Source: an optimization exercise on an open RTL-to-GDS flow (aim: small area). Production flows keep margins and buffers that such runs may drop. Only simulation tests tie the RTL to the original design; equivalence was not proved. Power figures rest on the tool's default switching activity, not on a simulated workload.

## flow/design.v

```verilog
package mips_pkg;
    localparam int word_w = 32;
    localparam int reg_addr_w = 5;
    localparam logic [word_w-1:0] reset_vector = 32'hbfc0_0000;
endpackage
`timescale 1ns/10ps
module mips_alu (
    input  logic [2:0] fn,
    input  logic       sub,
    input  logic [1:0] a,
    input  logic [1:0] b,
    input  logic       cin,
    input  logic [1:0] lui_digit,
    output logic [1:0] sum,
    output logic       cout,
    output logic [1:0] res,
    output logic       lt_s,
    output logic       lt_u
);
    logic [1:0] bx;
    assign bx = sub ? ~b : b;
    assign {cout, sum} = {1'b0, a} + {1'b0, bx} + {2'b00, cin};
    assign lt_s = (a[1] & ~b[1]) | (~(a[1] ^ b[1]) & sum[1]);
    assign lt_u = ~cout;
    always_comb begin
        case (fn)
            3'd0, 3'd1: res = sum;
            3'd4:       res = a & b;
            3'd5:       res = a | b;
            3'd6:       res = a ^ b;
            3'd7:       res = lui_digit;
            default:    res = 2'b00;
        endcase
    end
endmodule
`timescale 1ns/10ps
module mips_reg_file (
    input  logic       clk,
    input  logic       clr,
    input  logic [4:0] ra,
    input  logic [4:0] rb,
    input  logic       we,
    input  logic [4:0] wa,
    input  logic [1:0] wd,
    output logic [1:0] a,
    output logic [1:0] b,
    output logic [1:0] v0
);
    logic [63:0] digs;
    assign digs[1:0] = 2'b00;
    for (genvar i = 1; i < 32; i++) begin : g_reg
        logic [31:0] ring;
        logic        sel;
        assign sel = clr || (we && wa == i);
        always_ff @(posedge clk)
            ring <= {sel ? wd : ring[1:0], ring[31:2]};
        assign digs[2*i +: 2] = ring[1:0];
    end
    assign a = digs[2*ra +: 2];
    assign b = digs[2*rb +: 2];
    assign v0 = digs[5:4];
endmodule
`timescale 1ns/10ps
module mips_control (
    input  logic        clk,
    input  logic        reset,
    output logic        active,
    output logic [31:0] address,
    output logic        read,
    output logic        write,
    output logic [31:0] writedata,
    output logic [3:0]  byteenable,
    output logic [31:0] register_v0,
    input  logic        waitrequest,
    input  logic [31:0] readdata,
    output logic        rf_clr,
    output logic [4:0]  rf_ra,
    output logic [4:0]  rf_rb,
    output logic        rf_we,
    output logic [4:0]  rf_wa,
    output logic [1:0]  rf_wd,
    input  logic [1:0]  rf_a,
    input  logic [1:0]  rf_b,
    input  logic [1:0]  rf_v0
);
    localparam logic [3:0] S_CLR   = 4'd0;    
    localparam logic [3:0] S_FETCH = 4'd1;    
    localparam logic [3:0] S_DEC   = 4'd2;    
    localparam logic [3:0] S_EX1   = 4'd3;    
    localparam logic [3:0] S_SHR   = 4'd4;    
    localparam logic [3:0] S_SHW   = 4'd5;    
    localparam logic [3:0] S_MEM   = 4'd6;    
    localparam logic [3:0] S_MWT   = 4'd7;    
    localparam logic [3:0] S_WB    = 4'd8;    
    localparam logic [3:0] S_HWT   = 4'd9;   
    localparam logic [3:0] S_HCAP  = 4'd10;   
    localparam logic [3:0] S_HALT  = 4'd11;
    localparam logic [2:0] F_SUB  = 3'd0;
    localparam logic [2:0] F_ADD  = 3'd1;
    localparam logic [2:0] F_SLT  = 3'd2;
    localparam logic [2:0] F_SLTU = 3'd3;
    localparam logic [2:0] F_AND  = 3'd4;
    localparam logic [2:0] F_OR   = 3'd5;
    localparam logic [2:0] F_XOR  = 3'd6;
    localparam logic [2:0] F_LUI  = 3'd7;
    localparam logic [4:0] K_SLL  = 5'b10000;
    localparam logic [4:0] K_SRL  = 5'b10010;
    localparam logic [4:0] K_SRA  = 5'b10011;
    localparam logic [4:0] K_JR   = 5'b10100;
    localparam logic [4:0] K_J    = 5'b10101;
    localparam logic [4:0] K_BEQ  = 5'b10110;
    localparam logic [4:0] K_BNE  = 5'b10111;
    localparam logic [4:0] K_NOP  = 5'b11000;
    localparam logic [4:0] K_LW   = 5'b11001;
    localparam logic [4:0] K_SW   = 5'b11010;
    localparam logic [31:0] RV = mips_pkg::reset_vector;
    logic [3:0]  ph;
    logic [3:0]  st;
    logic [29:0] addr;
    logic [31:0] ir;
    logic [31:0] pcr;
    logic [4:0]  ra_q;
    logic [4:0]  rb_q;
    logic [4:0]  wd_q;
    logic [4:0]  kind;
    logic        slot;
    logic        flg;
    logic        cy;
    logic        icy;
    logic        s_q;
    logic        h_q;
    logic [1:0]  dly;
    function automatic logic [4:0] decode(input logic [31:0] d);
        logic [4:0] r;
        r = K_NOP;
        case (d[31:26])
            6'h00: case (d[5:0])
                6'h00: r = K_SLL;
                6'h02: r = K_SRL;
                6'h03: r = K_SRA;
                6'h08: r = K_JR;
                6'h21: r = {2'b00, F_ADD};
                6'h23: r = {2'b00, F_SUB};
                6'h24: r = {2'b00, F_AND};
                6'h25: r = {2'b00, F_OR};
                6'h26: r = {2'b00, F_XOR};
                6'h2a: r = {2'b00, F_SLT};
                6'h2b: r = {2'b00, F_SLTU};
                default: ;
            endcase
            6'h02: r = K_J;
            6'h04: r = K_BEQ;
            6'h05: r = K_BNE;
            6'h09, 6'h0a, 6'h0b, 6'h0c, 6'h0d, 6'h0e, 6'h0f:
                   r = {2'b01, d[28:26]};
            6'h23: r = K_LW;
            6'h2b: r = K_SW;
            default: ;
        endcase
        decode = r;
    endfunction
    logic [4:0] dec;
    assign dec = decode(readdata);
    logic is_alu, is_sh, is_sll, is_sra, is_br, is_j, is_jr, is_ld, is_st, is_ldst;
    logic is_slt, is_lui, do_sub, zext, immf;
    logic [2:0] fn;
    assign fn      = kind[2:0];
    assign is_alu  = !kind[4];
    assign is_sh   = kind[4:2] == 3'b100;
    assign is_sll  = is_sh && !kind[1];
    assign is_sra  = is_sh && kind[0];
    assign is_br   = kind[4:1] == 4'b1011;
    assign is_j    = kind == K_J;
    assign is_jr   = kind == K_JR;
    assign is_ld   = kind == K_LW;
    assign is_st   = kind == K_SW;
    assign is_ldst = is_ld || is_st;
    assign is_slt  = is_alu && fn[2:1] == 2'b01;
    assign is_lui  = is_alu && fn == F_LUI;
    assign immf    = kind[4:3] == 2'b01 || is_ldst;
    assign do_sub  = is_alu && !fn[2] && fn != 3'd1;
    assign zext    = immf && is_alu && fn[2] && fn != 3'd7;
    logic        ph0, ph15;
    logic [1:0]  P, I, A, B;
    logic        st_ex1, st_fetch, st_mem;
    assign ph0 = ph == 4'd0;
    assign ph15 = ph == 4'd15;
    assign P = pcr[1:0];
    assign I = ir[1:0];
    assign A = rf_a;
    assign B = rf_b;
    assign st_ex1 = st == S_EX1;
    assign st_fetch = st == S_FETCH;
    assign st_mem = st == S_MEM;
    logic [1:0] pcs;
    logic       icin;
    logic [1:0] inc;
    logic       icout;
    assign pcs = ph0 ? 2'b00 : addr[1:0];
    assign icin = (ph == 4'd1) ? 1'b1 : (ph0 ? 1'b0 : icy);
    assign {icout, inc} = {1'b0, pcs} + {2'b00, icin};
    logic [1:0] nxt;
    assign nxt = slot ? P : inc;
    logic       ext;
    logic [1:0] im;
    assign ext = zext ? 1'b0 : s_q;
    assign im = ph[3] ? {ext, ext} : I;
    logic [1:0] y;
    assign y = ph0 ? 2'b00 : dly;
    logic [1:0] opa, opb;
    logic       sub_eff, acin, acout, lt_s, lt_u;
    logic [1:0] sum, ares;
    assign opa = is_br ? pcs : A;
    assign opb = is_br ? y : (immf ? im : B);
    assign sub_eff = do_sub;
    assign acin = ph0 ? sub_eff : (cy || (is_br && ph == 4'd1));
    mips_alu mips_alu_i (
        .fn        (fn),
        .sub       (sub_eff),
        .a         (opa),
        .b         (opb),
        .cin       (acin),
        .lui_digit (ph[3] ? I : 2'b00),
        .sum       (sum),
        .cout      (acout),
        .res       (ares),
        .lt_s      (lt_s),
        .lt_u      (lt_u)
    );
    logic neq, taken;
    assign neq = (flg && !ph0) || (A != B);
    assign taken = kind[0] ? neq : !neq;
    logic       lt_q;
    logic [1:0] shres;
    logic [1:0] fill;
    assign lt_q = ph < ra_q[4:1];
    assign fill = is_sra ? {ir[31], ir[31]} : 2'b00;
    always_comb begin
        if (is_sll)
            shres = lt_q ? 2'b00 : (ra_q[0] ? {I[0], h_q} : I);
        else
            shres = ra_q[0] ? {ir[2], ir[1]} : I;
    end
    logic addr_nz;
    logic fetch_req;
    assign addr_nz = |addr;
    assign fetch_req = st_fetch && addr_nz;
    assign read = !reset && (fetch_req || (st_mem && is_ld));
    assign write = !reset && st_mem && is_st;
    assign address = {addr, 2'b00};
    assign writedata = ir;
    assign register_v0 = ir;
    assign byteenable = (read || write) ? 4'b1111 : 4'b0000;
    logic fetch_acc;
    logic mem_acc;
    assign fetch_acc = fetch_req && !waitrequest;
    assign mem_acc = st_mem && !waitrequest;
    assign rf_ra = ra_q;
    assign rf_rb = rb_q;
    assign rf_wa = wd_q;
    assign rf_clr = st == S_CLR;
    always_comb begin
        rf_we = 1'b0;
        rf_wd = ares;
        case (st)
            S_EX1: rf_we = is_alu;
            S_FETCH: begin
                rf_we = ph0 && is_slt;
                rf_wd = {1'b0, flg};
            end
            S_SHW: begin
                rf_we = 1'b1;
                rf_wd = shres;
            end
            S_WB: begin
                rf_we = is_ld;
                rf_wd = I;
            end
            S_CLR: rf_wd = 2'b00;
            default: ;
        endcase
    end
    logic       pc_we;
    logic [1:0] pc_wd;
    logic       addr_sh;
    logic [1:0] addr_in;
    logic       ir_rot;
    logic [1:0] ir_top;
    logic [1:0] rv_digit;
    assign rv_digit = RV[2*ph +: 2];
    always_comb begin
        pc_we = 1'b0;
        pc_wd = inc;
        addr_sh = 1'b0;
        addr_in = nxt;
        ir_rot = 1'b0;
        ir_top = B;
        case (st)
            S_CLR: begin
                addr_sh = !ph0;
                addr_in = rv_digit;
            end
            S_EX1: begin
                addr_sh = !ph0;
                addr_in = (is_ldst && !flg) ? sum : nxt;
                if (is_j) begin
                    pc_we = 1'b1;
                    pc_wd = ph0 ? 2'b00 : ((ph <= 4'd13) ? dly : inc);
                end else if (is_jr) begin
                    pc_we = 1'b1;
                    pc_wd = A;
                end else if (is_br) begin
                    pc_we = 1'b1;
                    pc_wd = sum;
                end else begin
                    pc_we = is_ldst;
                    pc_wd = nxt;
                end
                ir_rot = !(is_lui && !ph[3]);
            end
            S_SHR: begin
                ir_rot = !is_sll && lt_q;
                ir_top = fill;
            end
            S_SHW: begin
                ir_rot = !(is_sll && lt_q);
                ir_top = fill;
            end
            S_WB: begin
                addr_sh = !ph0;
                addr_in = P;
                ir_rot = 1'b1;
            end
            S_HCAP: begin
                ir_rot = 1'b1;
                ir_top = rf_v0;
            end
            default: ;
        endcase
    end
    logic [3:0] st_n;
    always_comb begin
        st_n = st;
        case (st)
            S_CLR:   if (ph15) st_n = S_FETCH;
            S_FETCH: begin
                if (!addr_nz)
                    st_n = S_HWT;
                else if (!waitrequest)
                    st_n = ph15 ? S_EX1 : S_DEC;
            end
            S_DEC:   if (ph15) st_n = S_EX1;
            S_EX1:   if (ph15) begin
                if (is_sh)
                    st_n = S_SHR;
                else if (is_ldst && !flg)
                    st_n = S_MEM;
                else
                    st_n = S_FETCH;
            end
            S_SHR:   if (ph15) st_n = S_SHW;
            S_SHW:   if (ph15) st_n = S_FETCH;
            S_MEM:   if (!waitrequest) st_n = ph15 ? S_WB : S_MWT;
            S_MWT:   if (ph15) st_n = S_WB;
            S_WB:    if (ph15) st_n = S_FETCH;
            S_HWT:   if (ph15) st_n = S_HCAP;
            S_HCAP:  if (ph15) st_n = S_HALT;
            S_HALT:  st_n = S_HALT;
            default: st_n = S_HALT;
        endcase
    end
    always_ff @(posedge clk) begin
        if (reset) begin
            st <= S_CLR;
            ph <= 4'd0;
            active <= 1'b1;
            slot <= 1'b0;
            kind <= K_NOP;
        end else begin
            st <= st_n;
            ph <= ph + 4'd1;
            if (st == S_HCAP && ph15)
                active <= 1'b0;
            if (st_ex1 && ph15)
                slot <= is_j || is_jr || (is_br && taken);
            if (fetch_acc)
                kind <= dec;
        end
    end
    always_ff @(posedge clk) begin
        if (fetch_acc) begin
            ra_q <= (readdata[31:26] == 6'h00 && readdata[5:2] == 4'h0)
                  ? readdata[10:6] : readdata[25:21];
            rb_q <= readdata[20:16];
            wd_q <= (readdata[31:26] == 6'h00) ? readdata[15:11] : readdata[20:16];
        end
        if (fetch_acc || (mem_acc && is_ld))
            ir <= readdata;
        else if (ir_rot)
            ir <= {ir_top, ir[31:2]};
        pcr <= {pc_we ? pc_wd : pcr[1:0], pcr[31:2]};
        if (addr_sh)
            addr <= {addr_in, addr[29:2]};
        icy <= icout;
        cy <= acout;
        s_q <= ph[3] ? s_q : I[1];
        h_q <= ir_rot ? ir[1] : 1'b0;
        dly <= is_j ? I : im;
        if (st_ex1) begin
            if (is_ldst && ph0)
                flg <= sum != 2'b00;
            else if (is_br)
                flg <= neq;
            else if (is_slt && ph15)
                flg <= fn[0] ? lt_u : lt_s;
        end
    end
endmodule
`timescale 1ns/10ps
module mips_cpu_bus (
    input  logic        clk,
    input  logic        reset,
    output logic        active,
    output logic [31:0] register_v0,
    output logic [31:0] address,
    output logic        read,
    output logic        write,
    output logic [31:0] writedata,
    output logic [3:0]  byteenable,
    input  logic        waitrequest,
    input  logic [31:0] readdata
);
    logic       rf_clr;
    logic [4:0] rf_ra;
    logic [4:0] rf_rb;
    logic       rf_we;
    logic [4:0] rf_wa;
    logic [1:0] rf_wd;
    logic [1:0] rf_a;
    logic [1:0] rf_b;
    logic [1:0] rf_v0;
    mips_control mips_control_i (
        .clk, .reset, .active,
        .address, .read, .write, .writedata, .byteenable, .register_v0,
        .waitrequest, .readdata,
        .rf_clr, .rf_ra, .rf_rb, .rf_we, .rf_wa, .rf_wd,
        .rf_a, .rf_b, .rf_v0
    );
    mips_reg_file mips_reg_file_i (
        .clk,
        .clr (rf_clr),
        .ra  (rf_ra),
        .rb  (rf_rb),
        .we  (rf_we),
        .wa  (rf_wa),
        .wd  (rf_wd),
        .a   (rf_a),
        .b   (rf_b),
        .v0  (rf_v0)
    );
endmodule
```

## flow/constraint.sdc

```tcl
create_clock -name core_clock -period 10.5 [get_ports {clk}]
set_input_delay 2.1000 -clock core_clock [delete_from_list [all_inputs] [get_ports {clk}]]
set_output_delay 2.1000 -clock core_clock [all_outputs]
set_load 0.01 [all_outputs]
```

## flow/standard.sh

```bash
#!/bin/bash
# synth_recipe.tcl (not shown) runs the flow's synth.tcl, then flattens the netlist and writes it again
# the make line also repeats each setting of config.mk as NAME=value (left out here)
make -C /OpenROAD-flow-scripts/flow DESIGN_CONFIG=/design/flow/config.mk WORK_HOME=/design/flow/orfs CLKGATE_MAP_FILE= SYNTH_SCRIPT=/design/flow/synth_recipe.tcl "${@:-finish}"
```

## flow/config.mk

```make
export PLATFORM = sky130hd
export DESIGN_NAME = mips_cpu_bus
export DESIGN_NICKNAME = mips_cpu_bus
export VERILOG_FILES = /design/flow/design.v
export SDC_FILE = /design/flow/constraint.sdc
export NUM_CORES = 4
export LEC_CHECK = 0
export CAP_MARGIN = 20
export CORE_MARGIN = 2
export CORE_UTILIZATION = 40
export CTS_BUF_LIST = sky130_fd_sc_hd__clkbuf_8
export CTS_CLUSTER_DIAMETER = 60
export CTS_CLUSTER_SIZE = 20
export SLEW_MARGIN = 20
export BUFFER_PORTS_ARGS = -buffer_cell sky130_fd_sc_hd__buf_1
export CTS_ARGS = -sink_clustering_enable -repair_clock_nets -buf_list sky130_fd_sc_hd__clkbuf_8 -sink_clustering_size 22 -sink_clustering_max_diameter 50 -dont_use_dummy_load
```

## flow/flow/run.sh

```bash
#!/bin/bash
set -e
cat >> config.mk <<'EOT'
export BUFFER_PORTS_ARGS = -buffer_cell sky130_fd_sc_hd__buf_1
export CTS_ARGS = -sink_clustering_enable -repair_clock_nets -buf_list sky130_fd_sc_hd__clkbuf_8 -sink_clustering_size 22 -sink_clustering_max_diameter 50 -dont_use_dummy_load
EOT
bash standard.sh > standard.log 2>&1
```

==> run notes, run 1 <==
cell taking the most area after synthesis dfxtp_1; num rows 97; die height roughly 270 um; most frequent cell after synthesis dfxtp_1; final setup TNS 0 ns; crit share post-route a little over half; placed insts between 2,000 and 3,000; final setup fails 0; first-pass GRT wire length 78,840 um; vias 13,330; simple-gate share of the synthesized area under 10%; Clock Tree Buf Depth 3; max incr delay on CP 0.61 ns; gpl congestion about 0.90; clock latency on the worst-skew pair approximately 0.69 ns; multi-input logic area 0.004418 sq mm; non-filler cells, final 2,921; worst slew pin tran 0.9769 ns; Post-DRT Antenna Nets 0; final hold slack 0.2436 ns; Sink Count 1,123; clock transition at the registers of the reported paths approximately 0.11 ns; routed wire length around 52,000 um; Post-Synthesis Cells about 1,800; initial antenna violation count 4; Crit Path Class in2out; main combinational cell family by area after synthesis multiplexers; Leakage approximately 12 nW; FF-to-FF setup slack approximately 5 ns; Synth cell types 74; final instance area ~0.031 sq mm; Slew Limit Fails 0; # DRC 0; peak supply drop roughly 100 uV; H-tree depth 3; data required time of the worst path between 8 and 9 ns; critical path depth 4; unrepaired setup endpoints after global routing false; Slew headroom between 30% and 40%; reg2reg path depth 17; CTS resizes 0; sequential area share after synthesis a little over 80%; Yosys warning count 3; Syn Area/Cell 15.42 sq um; pwr/cell area 214.7 mW/mm^2; EDFF count, synth 79; CP max stage cell buf_1; ys async rst share 0%; post-synthesis compound-gate area fraction under 10%; #FFs+latches synth approximately 1,100; crit end category output pin; initial DRC count 827; fillers 6,259; worst path cell trace buf_1 -> nor3_1 -> or2_2 -> buf_1; Final Hold Viols 0; Post-Synth Adder-Cell Area less than 1%; status finished clean; quantity of I/O buffers inserted on ports roughly 140; Setup crit start kind primary input; XOR/XNOR Fraction of Synth Area 0.1855%; Final nets between 2,000 and 2,500; Syn Std Cell Area around 0.028 sq mm; critical path arrival around 3.4 ns; Root Buffer clkbuf_8; die area around 0.073 sq mm; CTS tree done; max-capacitance violation count 0; hold crit path type reg2reg; CP most frequent cell buf_1; I/O pins between 100 and 150; DPL Wire Length between 30,000 and 40,000 um; top cell type's share of synthesized area 73.76%; Die X roughly 270 um; Setup WS post-layout 4.962 ns; First-pass DRT Iterations 5; most common flop cell mapped by yosys dfxtp_1; Final min period 5.538 ns; routed length per instance between 15 and 20 um; Fmax 180.6 MHz; critical-path maximum fanout 18; mux share of post-synthesis cell area under 10%; crit-path leading delay family buffers and inverters; Storage cell area 0.02327 sq mm; vias per cell ~4.6; Synth-to-Final Area Change 8.293%; Area after DPL about 0.030 sq mm; Overall Global Routing Usage between 10% and 20%; synth top area cells dfxtp_1 74%, edfxtp_1 8.4%, mux2_2 3.0%; number of global-route vias before repair roughly 13,000; initial core utilization about 40%; Post-Place Worst Slack 4.975 ns; worst path bufs/invs 2; Layout Skew around 0.085 ns; hold buffer count at CTS 0; total CTS buffers 83; share of layout cells above drive strength 1 10.21%; GR Overflow Total 0; Post-CTS Setup Bufs 0; Core Area ~0.07 sq mm; hold depth 0; commonest cells in the netlist 1,044 x dfxtp_1, 125 x nand2_1, 79 x edfxtp_1; largest net degree at the start of global routing 36
layout make-up:
class,instances,area share [%]
flip-flops and latches,1123,75.84
multi-input cells,601,14.40
well taps,940,3.833
clock buffers,83,3.723
repair buffers,142,1.823
inverters,29,0.3548
diodes,3,0.02447
state kept, by name, indices dropped and copies added, names as in the netlist:
name	cells
mips_reg_file_i.g.ring	992
mips_control_i.ir	32
mips_control_i.pcr	32
mips_control_i.addr	30
mips_control_i.kind	5
mips_control_i.ra_q	5
mips_control_i.rb_q	5
mips_control_i.wd_q	5
mips_control_i.ph	4
mips_control_i.st	4
mips_control_i.dly	2
mips_control_i.active	1
mips_control_i.cy	1
mips_control_i.flg	1
mips_control_i.h_q	1
mips_control_i.icy	1
mips_control_i.s_q	1
mips_control_i.slot	1
metrics by stage:
step	util [%]	power, mW
after floorplan	-	4.702
after global placement	42.16	4.799
after detailed placement	42.16	4.803
after CTS	43.79	6.686
after global routing	43.81	6.870
final	43.82	6.589
kinds of logic (layout without fill, tap and decap cells):
family | count (synthesis) | in the layout
other cells | 1 | 5
xor+xnor | 6 | 6
compound gates | 167 | 167
mux | 122 | 122
flops | 1123 | 1123
fa+ha+maj | 18 | 18
simple gates | 286 | 286
buf+inv | 114 | 254
worst reg2reg max path: cells and delay by family, from the launching register on:
family / cells / cell delay [ns]
multiplexers: 2 / 0.99
buffers and inverters: 1 / 0.22
XOR/XNOR: 1 / 0.22
AND/OR/NAND/NOR: 3 / 0.35
flip-flops: 1 / 1.01
AO/OA/AOI/OAI: 8 / 1.48
adder cells (fa/ha/maj): 2 / 1.03
power by group:
part	internal (mW)	total [mW]	switching (mW)	leakage [nW]
clock network	0.708	1.88	1.18	0.597
registers	4.44	4.51	0.0662	9.16
logic	0.0666	0.194	0.128	2.09
total	5.22	6.59	1.37	11.8
placed cells by master (no fill, tap or decap), types with 12 or more instances in the layout:
master,netlist,routed
nand3_1,16,16
mux2_2,75,75
mux2i_1,23,23
inv_1,29,29
mux4_2,15,15
buf_1,0,135
nor2b_1,14,14
ha_1,16,16
a21oi_1,40,39
nor3_1,14,14
o21ai_0,37,37
dfxtp_1,1044,1044
a31oi_1,12,12
nand2_1,125,124
clkbuf_8,2,83
edfxtp_1,79,79
nor2_1,49,48
worst paths after layout:
| kind | from | end |
|---|---|---|
| max | reset | byteenable[0] |
| min | mips_reg_file_i.g_reg[18].ring[19] | mips_reg_file_i.g_reg[18].ring[17] |
| max reg2reg | mips_control_i.rb_q[0] | mips_reg_file_i.g_reg[26].ring[31] |
| min reg2reg | mips_reg_file_i.g_reg[18].ring[19] | mips_reg_file_i.g_reg[18].ring[17] |
metal layers:
layer | routed length [um] | part of all wire (%) | vias to the layer above | GRT usage [%]
met5 | 17 | 0.032 | - | 0
met4 | 1294 | 2.5 | 2 | 5.102
met3 | 2766 | 5.3 | 100 | 3.112
met2 | 22150 | 42 | 409 | 21.41
met1 | 26120 | 50 | 6464 | 20.56
li1 | - | - | 6352 | -
==> run 2: changes to the inputs <==
==> flow/flow/run.sh (replaced) <==
#!/bin/bash
set -e
cat >> config.mk <<'EOT'
export BUFFER_PORTS_ARGS = -buffer_cell sky130_fd_sc_hd__buf_1
export CTS_ARGS = -sink_clustering_enable -repair_clock_nets -buf_list sky130_fd_sc_hd__clkbuf_8 -sink_clustering_size 20 -sink_clustering_max_diameter 70 -dont_use_dummy_load
EOT
bash standard.sh > standard.log 2>&1
--- a/flow/config.mk
+++ b/flow/config.mk
@@ -13,4 +13,4 @@
 export CTS_CLUSTER_SIZE = 20
 export SLEW_MARGIN = 20
 export BUFFER_PORTS_ARGS = -buffer_cell sky130_fd_sc_hd__buf_1
-export CTS_ARGS = -sink_clustering_enable -repair_clock_nets -buf_list sky130_fd_sc_hd__clkbuf_8 -sink_clustering_size 22 -sink_clustering_max_diameter 50 -dont_use_dummy_load
+export CTS_ARGS = -sink_clustering_enable -repair_clock_nets -buf_list sky130_fd_sc_hd__clkbuf_8 -sink_clustering_size 20 -sink_clustering_max_diameter 70 -dont_use_dummy_load
==> run notes, run 2 <==
Setup crit start kind primary input; H-tree depth 3; Syn Std Cell Area around 0.028 sq mm; max-capacitance violation count 0; Synth cell types between 70 and 80; quantity of I/O buffers inserted on ports about 140; vias per cell roughly 4.6; max reg flops between 900 and 1,000; final setup TNS 0 ns; Layout Skew between 0.09 and 0.1 ns; Syn Area/Cell 15.42 sq um; Yosys warning count 3; I/O pins around 140; ys async rst share 0%; max incr delay on CP between 0.6 and 0.7 ns; GR Overflow Total 0; multi-input logic area about 0.0044 sq mm; largest net degree at the start of global routing 36; most common flop cell mapped by yosys dfxtp_1; worst path cell trace buf_1 -> nor3_1 -> or2_2 -> buf_1; die area ~0.073 sq mm; Biggest register mips_reg_file_i.g.ring; commonest non-fill, non-tap cell in the layout dfxtp_1; routed wire length around 52,000 um; critical path arrival around 3.5 ns; crit share post-route 52.84%; gpl congestion between 0.9 and 1; CP most frequent cell buf_1; CTS tree done; fillers between 6,000 and 7,000; Post-CTS Setup Bufs 0; commonest cells in the netlist 1,044 x dfxtp_1, 125 x nand2_1, 79 x edfxtp_1; clock transition at the registers of the reported paths 0.10 ns; sequential area share after synthesis roughly 80%; Fmax 180.2 MHz; final setup fails 0; number of global-route vias before repair around 13,000; Clock Tree Buf Depth 3; CTS resizes 0; most frequent cell after synthesis dfxtp_1; Core Area 0.07003 sq mm; largest registers mips_reg_file_i.g.ring x992, mips_control_i.ir x32, mips_control_i.pcr x32; pwr/cell area between 200 and 250 mW/mm^2; data required time of the worst path 8.40 ns; Leakage roughly 12 nW; Storage cell area between 0.02 and 0.025 sq mm; Overall Global Routing Usage approximately 14%; Slew Limit Fails 0; Post-Synthesis Cells around 1,800; Final nets between 2,000 and 2,500; # DRC 0; Synth-to-Final Area Change 7.661%; most frequent cells in the layout 1,044 x dfxtp_1, 135 x buf_1, 124 x nand2_1; Final Hold Viols 0; total CTS buffers 70; worst slew pin tran 0.9740 ns; share of layout cells above drive strength 1 roughly 9.6%; hold buffer count at CTS 0; Area after DPL about 0.030 sq mm; final instance area around 0.03 sq mm; top cell type's share of synthesized area between 70 and 80%; status finished clean; Post-DRT Antenna Nets 0; Final min period 5.548 ns; Setup WS post-layout roughly 5.0 ns; Post-Place Worst Slack about 5.0 ns; #FFs+latches synth 1,123; crit end category output pin; num rows just under 100; die height 270.2 um; First-pass DRT Iterations 7; EDFF count, synth 79; hold crit path type reg2reg; final hold slack ~0.26 ns; CP max stage cell buf_1; routed length per instance 17.96 um; Die X 270.2 um; Crit Path Class in2out; Root Buffer clkbuf_8; Sink Count 1,123; vias approximately 13,000; initial DRC count 870; peak supply drop 83.68 uV; first-pass GRT wire length 78,740 um; clock latency on the worst-skew pair 0.69 ns; critical-path maximum fanout 18; DPL Wire Length 36,820 um; initial core utilization between 40% and 50%; initial antenna violation count 4; cell taking the most area after synthesis dfxtp_1; synth top area cells dfxtp_1 74%, edfxtp_1 8.4%, mux2_2 3.0%; unrepaired setup endpoints after global routing false; Slew headroom between 30% and 40%
## run 2: cell count changes in the layout (fill, tap and decap cells not counted)
cell,change
clkbuf_8,-13
## run 2: path summary, 6_finish.rpt
check                                                        start                                 end  slack [ns]  depth (start not counted)
worst max-delay path                                         reset                       byteenable[0]        4.95                          4
worst min-delay path            mips_reg_file_i.g_reg[25].ring[18]  mips_reg_file_i.g_reg[25].ring[16]        0.26                          0
worst max register to register              mips_control_i.rb_q[0]  mips_reg_file_i.g_reg[18].ring[31]        5.09                         17
worst min register to register  mips_reg_file_i.g_reg[25].ring[18]  mips_reg_file_i.g_reg[25].ring[16]        0.26                          0
## run 2: worst max-delay path: cells and delay by family
family	cells	cell delay (ns)
buffers and inverters	2	0.76
and+or+nand+nor	2	0.59
## run 2: area by class of cell
class	instances	share of cell area, %
well taps	940	3.855
multi-input cells	601	14.48
diodes	3	0.02461
flip-flops and latches	1123	76.29
repair buffers	142	1.833
inverters	29	0.3568
clock buffers	70	3.158
## run 2: cell families after synthesis
kind of cell | share of synthesized area [%]
AND/OR/NAND/NOR | 4.774
adder cells (fa/ha/maj) | 0.8478
multiplexers | 5.820
AO/OA/AOI/OAI | 3.868
XOR/XNOR | 0.1855
flip-flops | 82.13
buffers and inverters | 2.358
other | 0.01323
## run 2: metal layers
metal	GRT usage [%]	vias up	part of all wire (%)
met5	0	-	0.033
li1	-	6315	-
met4	5.336	2	2.5
met2	21.30	382	42
met1	20.77	6467	50
met3	2.800	94	4.9
## run 2: through the flow
step           cells  power, mW  util, %
6_report        2908      6.455    43.56
3_3_place_gp    2835      4.799    42.16
2_1_floorplan   1838      4.702        -
3_5_place_dp    2835      4.803    42.16
5_1_grt         2907      6.742    43.56
4_1_cts         2905      6.555    43.54
## run 2: power by group
part | total, mW | switching (mW) | internal, mW
Sequential | 4.51 | 0.0666 | 4.44
Clock | 1.75 | 1.15 | 0.604
Combinational | 0.195 | 0.128 | 0.0666
Total | 6.46 | 1.34 | 5.11
==> run 3: changes to the inputs <==
==> flow/flow/run.sh (replaced) <==
#!/bin/bash
set -e
cat >> config.mk <<'EOT'
export BUFFER_PORTS_ARGS = -buffer_cell sky130_fd_sc_hd__buf_1
export CTS_ARGS = -sink_clustering_enable -repair_clock_nets -buf_list sky130_fd_sc_hd__clkbuf_8 -sink_clustering_size 20 -sink_clustering_max_diameter 60 -dont_use_dummy_load
EOT
bash standard.sh > standard.log 2>&1
--- a/flow/config.mk
+++ b/flow/config.mk
@@ -13,4 +13,4 @@
 export CTS_CLUSTER_SIZE = 20
 export SLEW_MARGIN = 20
 export BUFFER_PORTS_ARGS = -buffer_cell sky130_fd_sc_hd__buf_1
-export CTS_ARGS = -sink_clustering_enable -repair_clock_nets -buf_list sky130_fd_sc_hd__clkbuf_8 -sink_clustering_size 20 -sink_clustering_max_diameter 70 -dont_use_dummy_load
+export CTS_ARGS = -sink_clustering_enable -repair_clock_nets -buf_list sky130_fd_sc_hd__clkbuf_8 -sink_clustering_size 20 -sink_clustering_max_diameter 60 -dont_use_dummy_load
==> run notes, run 3 <==
max-capacitance violation count 0; DPL Wire Length 36,820 um; largest net degree at the start of global routing 36; sequential area share after synthesis approximately 82%; largest registers mips_reg_file_i.g.ring x992, mips_control_i.ir x32, mips_control_i.pcr x32; Post-CTS Setup Bufs 0; I/O pins 138; num rows between 90 and 100; reg2reg path depth 17; die height 270.2 um; initial core utilization 40.46%; critical-path maximum fanout 18; data required time of the worst path 8.40 ns; ys async rst share 0%; EDFF count, synth 79; critical path arrival about 3.4 ns; Syn Std Cell Area approximately 0.028 sq mm; most frequent cells in the layout 1,044 x dfxtp_1, 135 x buf_1, 124 x nand2_1; final setup fails 0; Fmax roughly 180 MHz; top cell type's share of synthesized area between 70 and 80%; r2r startpoint mips_control_i.rb_q[0]; Final Hold Viols 0; clock latency on the worst-skew pair ~0.67 ns; cell taking the most area after synthesis dfxtp_1; worst slew pin tran a little under 1 ns; vias roughly 13,000; CTS resizes 0; max incr delay on CP 0.61 ns; Min-Delay Endpoint mips_reg_file_i.g_reg[18].ring[16]; Setup WS post-layout 4.967 ns; Post-DRT Antenna Nets 0; Final nets approximately 2,000; final hold slack 0.2835 ns; max reg flops between 900 and 1,000; Area after DPL 0.02952 sq mm; Setup crit start kind primary input; CTS tree done; Root Buffer clkbuf_8; status finished clean; pwr/cell area 212.6 mW/mm^2; worst path cell trace buf_1 -> nor3_1 -> or2_2 -> buf_1; number of global-route vias before repair roughly 13,000; total CTS buffers 73; most frequent cell after synthesis dfxtp_1; final setup TNS 0 ns; worst path bufs/invs 2; crit share post-route between 50% and 60%; hold depth 0; gpl congestion approximately 0.9; Synth cell types 74; unrepaired setup endpoints after global routing false; GR Overflow Total 0; commonest non-fill, non-tap cell in the layout dfxtp_1; fillers between 6,000 and 7,000; Core Area about 0.07 sq mm; crit end category output pin; clock transition at the registers of the reported paths about 0.11 ns; Post-Synthesis Cells between 1,500 and 2,000; commonest cells in the netlist 1,044 x dfxtp_1, 125 x nand2_1, 79 x edfxtp_1; hold_sp mips_reg_file_i.g_reg[18].ring[18]; #FFs+latches synth ~1,100; initial antenna violation count 3; H-tree depth 3; Clock Tree Buf Depth 3; routed length per instance 18.02 um; die area 0.07298 sq mm; Design Power approximately 6.5 mW; Synth-to-Final Area Change 7.816%; Final min period ~5.5 ns; Overall Global Routing Usage roughly 14%; CP max stage cell buf_1; first-pass GRT wire length roughly 79,000 um; hold buffer count at CTS 0; Die X ~270 um; CP most frequent cell buf_1; hold crit path type reg2reg; final instance area ~0.031 sq mm; crit-path leading delay family buffers and inverters; synth top area cells dfxtp_1 74%, edfxtp_1 8.4%, mux2_2 3.0%; Leakage 11.78 nW; quantity of I/O buffers inserted on ports roughly 140; Slew Limit Fails 0; # DRC 0; peak supply drop between 100 and 150 uV; Slew headroom a little over a third; worst reg2reg path endpoint mips_reg_file_i.g_reg[20].ring[31]; Sink Count between 1,000 and 1,500; vias per cell approximately 4.6; FF-to-FF setup slack between 5 and 6 ns; Layout Skew 0.06789 ns; Biggest register mips_reg_file_i.g.ring; First-pass DRT Iterations 5; Post-Place Worst Slack 4.975 ns; initial DRC count roughly 790; share of layout cells above drive strength 1 approximately a tenth; Yosys warning count 3; Syn Area/Cell approximately 15 sq um; routed wire length ~52,000 um; Crit Path Class in2out; most common flop cell mapped by yosys dfxtp_1
run 3: layout make-up:
cell class / count / area, sq um / area share, %
Multi-Input combinational cell: 601 / 4418 / 14.46
Sequential cell: 1123 / 23270 / 76.18
Antenna cell: 4 / 10.01 / 0.03277
Inverter: 29 / 108.9 / 0.3563
Tap cell: 940 / 1176 / 3.850
Timing Repair Buffer: 142 / 559.3 / 1.831
Clock buffer: 73 / 1005 / 3.289
run 3: metrics by stage:
step / cells / utilization [%]
after floorplan: 1838 / -
after global placement: 2835 / 42.16
after detailed placement: 2835 / 42.16
after CTS: 2908 / 43.60
after global routing: 2909 / 43.61
final: 2912 / 43.62
run 3: cell families (layout without fill, tap and decap cells):
logic type / Yosys count / in the layout / share of synthesized area [%]
buffers and inverters: 114 / 244 / 2.358
AO/OA/AOI/OAI: 167 / 167 / 3.868
other: 1 / 6 / 0.01323
multiplexers: 122 / 122 / 5.820
flip-flops: 1123 / 1123 / 82.13
adder cells (fa/ha/maj): 18 / 18 / 0.8478
XOR/XNOR: 6 / 6 / 0.1855
AND/OR/NAND/NOR: 286 / 286 / 4.774
run 3: worst max path at each step:
stage / startpoint / end / cells after the start
finish: reset / byteenable[0] / 4
global route: mips_control_i.rb_q[0] / mips_reg_file_i.g_reg[20].ring[31] / 17
CTS: reset / byteenable[0] / 4
detailed placement: reset / byteenable[0] / 4
global placement: reset / byteenable[0] / 4
floorplan: reset / byteenable[1] / 4
run 3: where the power goes:
part | total, mW | switching [mW] | internal, mW
logic | 0.195 | 0.129 | 0.0666
clock network | 1.79 | 1.16 | 0.629
registers | 4.51 | 0.0666 | 4.44
run 3: routing by layer:
| metal | part of all wire, % | up-vias | GRT usage [%] |
|---|---|---|---|
| met2 | 43 | 407 | 21.45 |
| met1 | 50 | 6540 | 20.64 |
| li1 | - | 6327 | - |
| met5 | 0.025 | - | 0 |
| met3 | 4.9 | 102 | 2.774 |
| met4 | 2.5 | 2 | 5.190 |
run 3: worst reg2reg max path, stage by stage (launching register included):
cell,delay [ns]
edfxtp_1,1.01
mux4_1,0.66
and3_1,0.20
o31ai_2,0.30
o31ai_1,0.21
o21ai_0,0.18
o21ai_0,0.17
xnor2_1,0.22
fa_1,0.42
fa_1,0.61
nor2_1,0.07
a31oi_1,0.17
nor2_1,0.06
a21oi_1,0.14
o21ai_0,0.09
a41o_1,0.22
buf_4,0.22
mux2_2,0.33
==> run 4: changes to the inputs <==
==> flow/flow/run.sh (replaced) <==
#!/bin/bash
set -e
cat >> config.mk <<'EOT'
export BUFFER_PORTS_ARGS = -buffer_cell sky130_fd_sc_hd__buf_1
export CTS_ARGS = -sink_clustering_enable -repair_clock_nets -buf_list sky130_fd_sc_hd__clkbuf_8 -sink_clustering_size 21 -sink_clustering_max_diameter 60 -dont_use_dummy_load
EOT
bash standard.sh > standard.log 2>&1
--- a/flow/config.mk
+++ b/flow/config.mk
@@ -13,4 +13,4 @@
 export CTS_CLUSTER_SIZE = 20
 export SLEW_MARGIN = 20
 export BUFFER_PORTS_ARGS = -buffer_cell sky130_fd_sc_hd__buf_1
-export CTS_ARGS = -sink_clustering_enable -repair_clock_nets -buf_list sky130_fd_sc_hd__clkbuf_8 -sink_clustering_size 20 -sink_clustering_max_diameter 60 -dont_use_dummy_load
+export CTS_ARGS = -sink_clustering_enable -repair_clock_nets -buf_list sky130_fd_sc_hd__clkbuf_8 -sink_clustering_size 21 -sink_clustering_max_diameter 60 -dont_use_dummy_load
==> run notes, run 4 <==
status finished clean; total CTS buffers 71; top cell type's share of synthesized area about 74%; Overall Global Routing Usage approximately 14%; data required time of the worst path roughly 8.4 ns; peak supply drop 89.65 uV; commonest cells in the netlist 1,044 x dfxtp_1, 125 x nand2_1, 79 x edfxtp_1; Syn Area/Cell roughly 15 sq um; hold depth 0; vias per cell between 4 and 5; num rows between 90 and 100; multi-input logic area 0.004418 sq mm; die height ~270 um; DPL Wire Length between 30,000 and 40,000 um; cell taking the most area after synthesis dfxtp_1; largest net degree at the start of global routing 36; crit end category output pin; die area about 0.073 sq mm; I/O pins ~140; GR Overflow Total 0; Post-DRT Antenna Nets 0; Storage cell area 0.02327 sq mm; CP max stage cell buf_1; Layout Skew slightly below 0.1 ns; # DRC 0; max-capacitance violation count 0; Die X 270.2 um; gpl congestion 0.9022; CP most frequent cell buf_1; unrepaired setup endpoints after global routing false; Final min period 5.541 ns; sequential area share after synthesis around 82%; initial core utilization between 40% and 50%; most common flop cell mapped by yosys dfxtp_1; critical path arrival between 3 and 4 ns; worst path bufs/invs 2; Post-Synthesis Cells roughly 1,800; CTS resizes 0; pwr/cell area around 210 mW/mm^2; number of global-route vias before repair ~13,000; Slew headroom between 30% and 40%; fillers around 6,300; final setup fails 0; most frequent cell after synthesis dfxtp_1; hold crit path type reg2reg; CTS tree done; H-tree depth 3; final setup TNS 0 ns; Clock Tree Buf Depth 3; most frequent cells in the layout 1,044 x dfxtp_1, 135 x buf_1, 124 x nand2_1; worst path cell trace buf_1 -> nor3_1 -> or2_2 -> buf_1; clock latency on the worst-skew pair 0.68 ns; first-pass GRT wire length approximately 79,000 um; Synth cell types 74; Setup WS post-layout between 4 and 5 ns; Final Hold Viols 0; vias around 13,000; Syn Std Cell Area between 0.02 and 0.03 sq mm; Post-CTS Setup Bufs 0; Biggest register mips_reg_file_i.g.ring; Leakage 11.76 nW; Slew Limit Fails 0; worst slew pin tran slightly below 1 ns; Yosys warning count 3; Root Buffer clkbuf_8; quantity of I/O buffers inserted on ports between 100 and 150; crit share post-route 52.78%; #FFs+latches synth 1,123; crit-path leading delay family buffers and inverters; First-pass DRT Iterations 5; Crit Path Class in2out; hold buffer count at CTS 0; max reg flops between 900 and 1,000; Fmax 180.5 MHz; Final nets ~2,000; reg2reg path depth 17; routed wire length 52,480 um; Setup crit start kind primary input; Synth-to-Final Area Change 7.719%; initial DRC count 802; Sink Count 1,123; largest registers mips_reg_file_i.g.ring x992, mips_control_i.ir x32, mips_control_i.pcr x32; EDFF count, synth 79; commonest non-fill, non-tap cell in the layout dfxtp_1; initial antenna violation count 3; Post-Place Worst Slack 4.975 ns; critical-path maximum fanout 18; routed length per instance 18.04 um; critical path depth 4; max incr delay on CP 0.61 ns; ys async rst share 0%; synth top area cells dfxtp_1 74%, edfxtp_1 8.4%, mux2_2 3.0%; Core Area approximately 0.07 sq mm; share of layout cells above drive strength 1 about a tenth; clock transition at the registers of the reported paths ~0.11 ns
run 4: power breakdown:
group	leakage [nW]	internal (mW)	total [mW]	switching, mW
Sequential	9.16	4.44	4.51	0.0665
Clock	0.510	0.612	1.77	1.16
Combinational	2.09	0.0666	0.195	0.129
run 4: stage by stage:
| step | power (mW) | instance area, sq um | util, % | instances | hold WS (ns) |
|---|---|---|---|---|---|
| after detailed placement | 4.803 | 29520 | 42.16 | 2835 | 0.3121 |
| after global placement | 4.799 | 29520 | 42.16 | 2835 | 0.3096 |
| after floorplan | 4.702 | 28340 | - | 1838 | 0.3096 |
| after global routing | 6.745 | 30510 | 43.57 | 2907 | 0.2529 |
| after CTS | 6.565 | 30500 | 43.56 | 2906 | 0.2554 |
| final | 6.474 | 30520 | 43.58 | 2910 | 0.2569 |
run 4: cell families after synthesis:
kind of cell               synth area share (%)
other                                   0.01323
adders and majority gates                0.8478
DFF                                       82.13
AOI/OAI and AO/OA                         3.868
and+or+nand+nor                           4.774
muxes                                     5.820
xor gates and xnor gates                 0.1855
buffers and inverters                     2.358
run 4: final cells by class:
class | instances | area share (%)
clock buffers | 71 | 3.202
inverters | 29 | 0.3566
repair buffers | 142 | 1.832
well taps | 940 | 3.853
diodes | 4 | 0.03279
multi-input cells | 601 | 14.47
flip-flops and latches | 1123 | 76.25
run 4: path summary, 6_finish.rpt:
kind | slack [ns] | end | startpoint
setup / recovery | 4.96 | byteenable[0] | reset
hold / removal | 0.26 | mips_reg_file_i.g_reg[24].ring[25] | mips_reg_file_i.g_reg[24].ring[27]
setup reg to reg | 5.05 | mips_reg_file_i.g_reg[20].ring[31] | mips_control_i.rb_q[0]
hold reg to reg | 0.26 | mips_reg_file_i.g_reg[24].ring[25] | mips_reg_file_i.g_reg[24].ring[27]
run 4: metal layers:
layer / wire length [um] / vias to the layer above / global-route usage (%)
met5: 13 / - / 0
met4: 1346 / 2 / 5.132
met1: 26420 / 6486 / 20.62
met3: 2607 / 97 / 2.898
li1: - / 6322 / -
met2: 22100 / 386 / 21.37
==> run 5: changes to the inputs <==
--- a/flow/config.mk
+++ b/flow/config.mk
@@ -10,7 +10,7 @@
 export CORE_UTILIZATION = 40
 export CTS_BUF_LIST = sky130_fd_sc_hd__clkbuf_8
 export CTS_CLUSTER_DIAMETER = 60
-export CTS_CLUSTER_SIZE = 20
+export CTS_CLUSTER_SIZE = 21
 export SLEW_MARGIN = 20
 export BUFFER_PORTS_ARGS = -buffer_cell sky130_fd_sc_hd__buf_1
 export CTS_ARGS = -sink_clustering_enable -repair_clock_nets -buf_list sky130_fd_sc_hd__clkbuf_8 -sink_clustering_size 21 -sink_clustering_max_diameter 60 -dont_use_dummy_load
==> run notes, run 5 <==
hold buffer count at CTS 0; max-capacitance violation count 0; max incr delay on CP between 0.6 and 0.7 ns; synth top area cells dfxtp_1 74%, edfxtp_1 8.4%, mux2_2 3.0%; Clock Tree Buf Depth 3; CTS tree done; largest net degree at the start of global routing 36; vias per cell about 4.6; status finished clean; Util after Layout 43.58%; CP max stage cell buf_1; GRT busiest layer met2; total CTS buffers between 70 and 80; die area 0.07298 sq mm; Post-CTS Setup Bufs 0; Leakage roughly 12 nW; clock latency on the worst-skew pair between 0.6 and 0.7 ns; Root Buffer clkbuf_8; Final nets ~2,000; Synth cell types 74; DPL Wire Length around 37,000 um; #FFs+latches synth between 1,000 and 1,500; initial DRC count between 800 and 900; initial core utilization between 40% and 50%; Post-DRT Antenna Nets 0; commonest cells in the netlist 1,044 x dfxtp_1, 125 x nand2_1, 79 x edfxtp_1; pwr/cell area around 210 mW/mm^2; quantity of I/O buffers inserted on ports about 140; ys async rst share 0%; die height 270.2 um; fillers around 6,300; critical-path maximum fanout 18; GR Util met1 20.62%; Fmax approximately 180 MHz; routed wire length 52,480 um; Crit Path Class in2out; worst path bufs/invs 2; data required time of the worst path ~8.4 ns; first-pass GRT wire length between 70,000 and 80,000 um; Final Hold Viols 0; Post-Synthesis Cells roughly 1,800; Slew headroom ~34%; vias 13,290; # DRC 0; GR Overflow Total 0; crit share post-route approximately 53%; met2 usage a little over a fifth; gpl congestion around 0.9; Syn Area/Cell about 15 sq um; number of global-route vias before repair about 13,000; critical path arrival 3.44 ns; First-pass DRT Iterations 5; final setup fails 0; top cell type's share of synthesized area approximately three quarters; crit end category output pin; cell taking the most area after synthesis dfxtp_1; met3 GRT Util 2.898%; worst path cell trace buf_1 -> nor3_1 -> or2_2 -> buf_1; crit-path leading delay family buffers and inverters; Syn Std Cell Area 0.02833 sq mm; Yosys warning count 3; initial antenna violation count 3; multi-input logic area approximately 0.0044 sq mm; Setup crit start kind primary input; I/O pins 138; Sink Count 1,123; most frequent cells in the layout 1,044 x dfxtp_1, 135 x buf_1, 124 x nand2_1; Storage cell area roughly 0.023 sq mm; final setup TNS 0 ns; unrepaired setup endpoints after global routing false; H-tree depth 3; clock transition at the registers of the reported paths 0.11 ns; Slew Limit Fails 0; Overall Global Routing Usage around 14%; CP most frequent cell buf_1; routed length per instance ~18 um; num rows a little under 100; placed insts 2,835; worst slew pin tran 0.9800 ns; largest registers mips_reg_file_i.g.ring x992, mips_control_i.ir x32, mips_control_i.pcr x32; max reg flops ~1,000; sequential area share after synthesis roughly 82%; Die X 270.2 um; peak supply drop between 80 and 90 uV; hold crit path type reg2reg; Biggest register mips_reg_file_i.g.ring; commonest non-fill, non-tap cell in the layout dfxtp_1; share of layout cells above drive strength 1 9.664%; Synth-to-Final Area Change 7.719%; Core Area 0.07003 sq mm; non-filler cells, final 2,910; CTS resizes 0; Final min period approximately 5.5 ns; most frequent cell after synthesis dfxtp_1; Layout Skew between 0.09 and 0.1 ns; EDFF count, synth between 70 and 80; most common flop cell mapped by yosys dfxtp_1
[run 5: logic make-up after synthesis]
logic type / after synthesis / synth area share (%)
AOI/OAI and AO/OA: 167 / 3.868
xor gates and xnor gates: 6 / 0.1855
adders and majority gates: 18 / 0.8478
buffers and inverters: 114 / 2.358
DFF: 1123 / 82.13
muxes: 122 / 5.820
other: 1 / 0.01323
and+or+nand+nor: 286 / 4.774
[run 5: metal layers]
layer	share of wire, %	wire [um]
met2	42	22100
met5	0.025	13
met4	2.6	1346
met1	50	26420
met3	5.0	2607
[run 5: where the power goes]
part           switching, mW  leakage [nW]  total [mW]  internal, mW
clock network           1.16         0.510        1.77         0.612
logic                  0.129          2.09       0.195        0.0666
registers             0.0665          9.16        4.51          4.44
total                   1.35          11.8        6.47          5.12
[run 5: cell type report]
cell class,instances,area share [%]
antenna,4,0.03279
sequential,1123,76.25
multi-input combinational,601,14.47
tap,940,3.853
inverter,29,0.3566
timing repair buffer,142,1.832
clock buffer,71,3.202
[run 5: through the flow]
step	cell area, sq um	worst slack, ns	total power [mW]	hold WS (ns)
6_report	30520	4.959	6.474	0.2569
5_1_grt	30510	4.819	6.745	0.2529
4_1_cts	30500	4.972	6.565	0.2554
3_5_place_dp	29520	4.975	4.803	0.3121
3_3_place_gp	29520	5.021	4.799	0.3096
2_1_floorplan	28340	5.484	4.702	0.3096
[run 5: worst paths after layout]
path,from,to,slack (ns),depth (start not counted)
hold / removal,mips_reg_file_i.g_reg[24].ring[27],mips_reg_file_i.g_reg[24].ring[25],0.26,0
hold reg to reg,mips_reg_file_i.g_reg[24].ring[27],mips_reg_file_i.g_reg[24].ring[25],0.26,0
setup reg to reg,mips_control_i.rb_q[0],mips_reg_file_i.g_reg[20].ring[31],5.05,17
setup / recovery,reset,byteenable[0],4.96,4
==> run 6: changes to the inputs <==
--- a/flow/design.v
+++ b/flow/design.v
@@ -127,7 +127,6 @@
     logic        flg;
     logic        cy;
     logic        icy;
-    logic        s_q;
     logic        h_q;
     logic [1:0]  dly;
     function automatic logic [4:0] decode(input logic [31:0] d);
@@ -203,7 +202,7 @@
     assign nxt = slot ? P : inc;
     logic       ext;
     logic [1:0] im;
-    assign ext = zext ? 1'b0 : s_q;
+    assign ext = zext ? 1'b0 : dly[1];
     assign im = ph[3] ? {ext, ext} : I;
     logic [1:0] y;
     assign y = ph0 ? 2'b00 : dly;
@@ -403,7 +402,6 @@
             addr <= {addr_in, addr[29:2]};
         icy <= icout;
         cy <= acout;
-        s_q <= ph[3] ? s_q : I[1];
         h_q <= ir_rot ? ir[1] : 1'b0;
         dly <= is_j ? I : im;
         if (st_ex1) begin
==> run notes, run 6 <==
max incr delay on CP slightly above 0.7 ns; met3 GRT Util under 10%; largest registers mips_reg_file_i.g.ring x992, mips_control_i.ir x32, mips_control_i.pcr x32; synth top area cells dfxtp_1 74%, edfxtp_1 8.3%, mux2_2 4.5%; vias ~13,000; routed length per instance 17.15 um; peak supply drop about 96 uV; Synth-to-Final Area Change 7.846%; hold buffer count at CTS 0; most frequent cells in the layout 1,044 x dfxtp_1, 135 x buf_1, 112 x mux2_2; Sink Count around 1,100; reg2reg path depth 16; Fmax roughly 180 MHz; Util after Layout 43.62%; worst reg2reg path endpoint mips_reg_file_i.g_reg[12].ring[31]; DPL Wire Length 33,990 um; Area after DPL approximately 0.03 sq mm; Die X ~270 um; GR Overflow Total 0; most frequent cell after synthesis dfxtp_1; Setup crit start kind primary input; die height 270.1 um; CP most frequent cell buf_1; Setup WS post-layout about 4.9 ns; initial antenna violation count 4; number of global-route vias before repair 12,420; Core Area approximately 0.07 sq mm; Yosys warning count 3; EDFF count, synth 78; Layout Skew ~0.11 ns; Overall Global Routing Usage about an eighth; Biggest register mips_reg_file_i.g.ring; fillers approximately 6,200; GR Util met1 a little under a fifth; final setup fails 0; Syn Area/Cell between 15 and 20 sq um; hold_sp mips_reg_file_i.g_reg[19].ring[17]; data required time of the worst path ~8.4 ns; r2r startpoint mips_control_i.rb_q[0]; most common flop cell mapped by yosys dfxtp_1; first-pass GRT wire length approximately 74,000 um; status finished clean; #FFs+latches synth between 1,000 and 1,500; Post-DRT Antenna Nets 0; quantity of I/O buffers inserted on ports 135; max-capacitance violation count 0; pwr/cell area 202.0 mW/mm^2; Post-Place Worst Slack a little under 5 ns; Crit Path Class in2out; I/O pins ~140; Synth cell types 70; clock latency on the worst-skew pair approximately 0.7 ns; worst path cell trace buf_1 -> nor3_1 -> or2_2 -> buf_1; crit end category output pin; Post-CTS Setup Bufs 0; Root Buffer clkbuf_8; die area about 0.073 sq mm; CTS tree done; top cell type's share of synthesized area roughly three quarters; GRT busiest layer met2; placed insts approximately 2,800; worst slew pin tran 1.097 ns; cell taking the most area after synthesis dfxtp_1; vias per cell approximately 4.5; final hold slack between 0.2 and 0.3 ns; CTS resizes 0; Leakage ~12 nW; largest net degree at the start of global routing 33; critical path arrival about 3.5 ns; unrepaired setup endpoints after global routing false; initial core utilization approximately two fifths; share of layout cells above drive strength 1 11.81%; hold crit path type reg2reg; total CTS buffers between 60 and 70; gpl congestion between 0.8 and 0.9; Slew Limit Fails 0; First-pass DRT Iterations 5; Min-Delay Endpoint mips_reg_file_i.g_reg[19].ring[15]; Final min period roughly 5.6 ns; Clock Tree Buf Depth 3; Syn Std Cell Area 0.02832 sq mm; met2 usage 19.56%; clock transition at the registers of the reported paths roughly 0.11 ns; commonest cells in the netlist 1,044 x dfxtp_1, 112 x mux2_2, 78 x edfxtp_1; sequential area share after synthesis approximately 82%; hold depth 0; commonest non-fill, non-tap cell in the layout dfxtp_1; Slew headroom a little over a quarter; final instance area ~0.031 sq mm; FF-to-FF setup slack between 5 and 6 ns; critical-path maximum fanout 18; final setup TNS 0 ns; # DRC 0; routed wire length around 49,000 um; max reg flops slightly below 1,000; num rows 97; non-filler cells, final between 2,000 and 3,000; Final nets a little under 2,000; Design Power 6.168 mW; H-tree depth 3; CP max stage cell buf_1; Final Hold Viols 0; initial DRC count 951; Post-Synthesis Cells around 1,800; crit share post-route 53.36%; ys async rst share 0%
==> run 6: cell types whose count changed after synthesis, sizes merged, moves of 4 or more <==
cell and delta:
nor3b +4, o21ai -6, a32oi -4, mux2i -5
buf +6, a21oi +7, and3 +6, mux2 +37
nand2b +5, clkbuf -4, nor2 +7, nand2 -86
a21o -5
==> run 6: cell families (layout without fill, tap and decap cells) <==
kind of cell	after synthesis	count (layout)	synth area share (%)
multiplexers	154	154	7.104
XOR/XNOR	6	6	0.1856
adder cells (fa/ha/maj)	18	18	0.8482
AND/OR/NAND/NOR	220	220	4.020
flip-flops	1122	1122	82.07
other	1	3	0.01324
AO/OA/AOI/OAI	155	155	3.601
buffers and inverters	113	237	2.160
==> run 6: layer usage <==
layer / vias up / wire, um
met5: - / 13
met3: 102 / 2660
met1: 6215 / 23940
met4: 2 / 1741
li1: 6187 / -
met2: 335 / 20600
==> run 6: cell type report <==
cell class | count | area (sq um) | area share (%)
Inverter | 27 | 101.3 | 0.3318
Timing Repair Buffer | 141 | 571.8 | 1.872
Clock buffer | 69 | 949.7 | 3.109
Tap cell | 940 | 1176 | 3.851
Sequential cell | 1122 | 23240 | 76.10
Antenna cell | 1 | 2.502 | 0.008193
Multi-Input combinational cell | 555 | 4499 | 14.73
==> run 6: power breakdown <==
group          switching [mW]  internal (mW)  total [mW]
registers              0.0203           4.33        4.35
logic                  0.0552         0.0282      0.0834
clock network            1.14          0.596        1.74
==> run 6: worst max-delay path by stage <==
stage,from,end,slack [ns],depth (start not counted)
final,reset,byteenable[1],4.90,4
after global routing,mips_control_i.rb_q[0],mips_reg_file_i.g_reg[12].ring[31],4.68,16
after CTS,reset,byteenable[1],4.91,4
after detailed placement,reset,byteenable[1],4.91,4
after floorplan,reset,byteenable[1],5.43,4
after global placement,reset,byteenable[0],4.97,4
==> run 6: critical path: cells and delay by family <==
kind,cells,cell delay (ns)
simple gates,2,0.55
buf+inv,2,0.86

[separate check: timing with driven ports]
How much do the figures lean on ideal ports? The routed layouts below were timed once more, with nothing changed but the port constraints. Step 1 (the two cells are an assumption about what drives the block):
set clk [get_ports {clk}]
set_driving_cell -lib_cell sky130_fd_sc_hd__clkbuf_16 $clk
set_driving_cell -lib_cell sky130_fd_sc_hd__buf_2 [delete_from_list [all_inputs] $clk]
Step 2, shift: input delay + t, output delay - t, t = (earliest + latest rising clock arrival at the registers) / 2. This alone moves slack from input paths to output paths. Three values: no drivers, after step 1, after step 2; two values: the first two.
run | t (ns) | setup WS [ns] | clock arrival spread, ns | pins driven straight from the clock port
run 1 | 0.709 | 4.962 / 4.933 / 4.933 | 0.089 / 0.089 | 1
run 2 | 0.708 | 4.952 / 4.923 / 4.923 | 0.097 / 0.097 | 1
run 3 | 0.695 | 4.967 / 4.937 / 4.937 | 0.068 / 0.068 | 1
run 4 | 0.695 | 4.959 / 4.929 / 4.929 | 0.098 / 0.098 | 1
run 5 | 0.695 | 4.959 / 4.929 / 4.929 | 0.098 / 0.098 | 1
run 6 | 0.686 | 4.897 / 4.865 / 4.865 | 0.106 / 0.105 | 1
After both steps setup and hold are still met in every run listed. The setup slack of run 6, which loses most, moves by -0.032 ns with the drivers and by -0.032 ns with both steps.
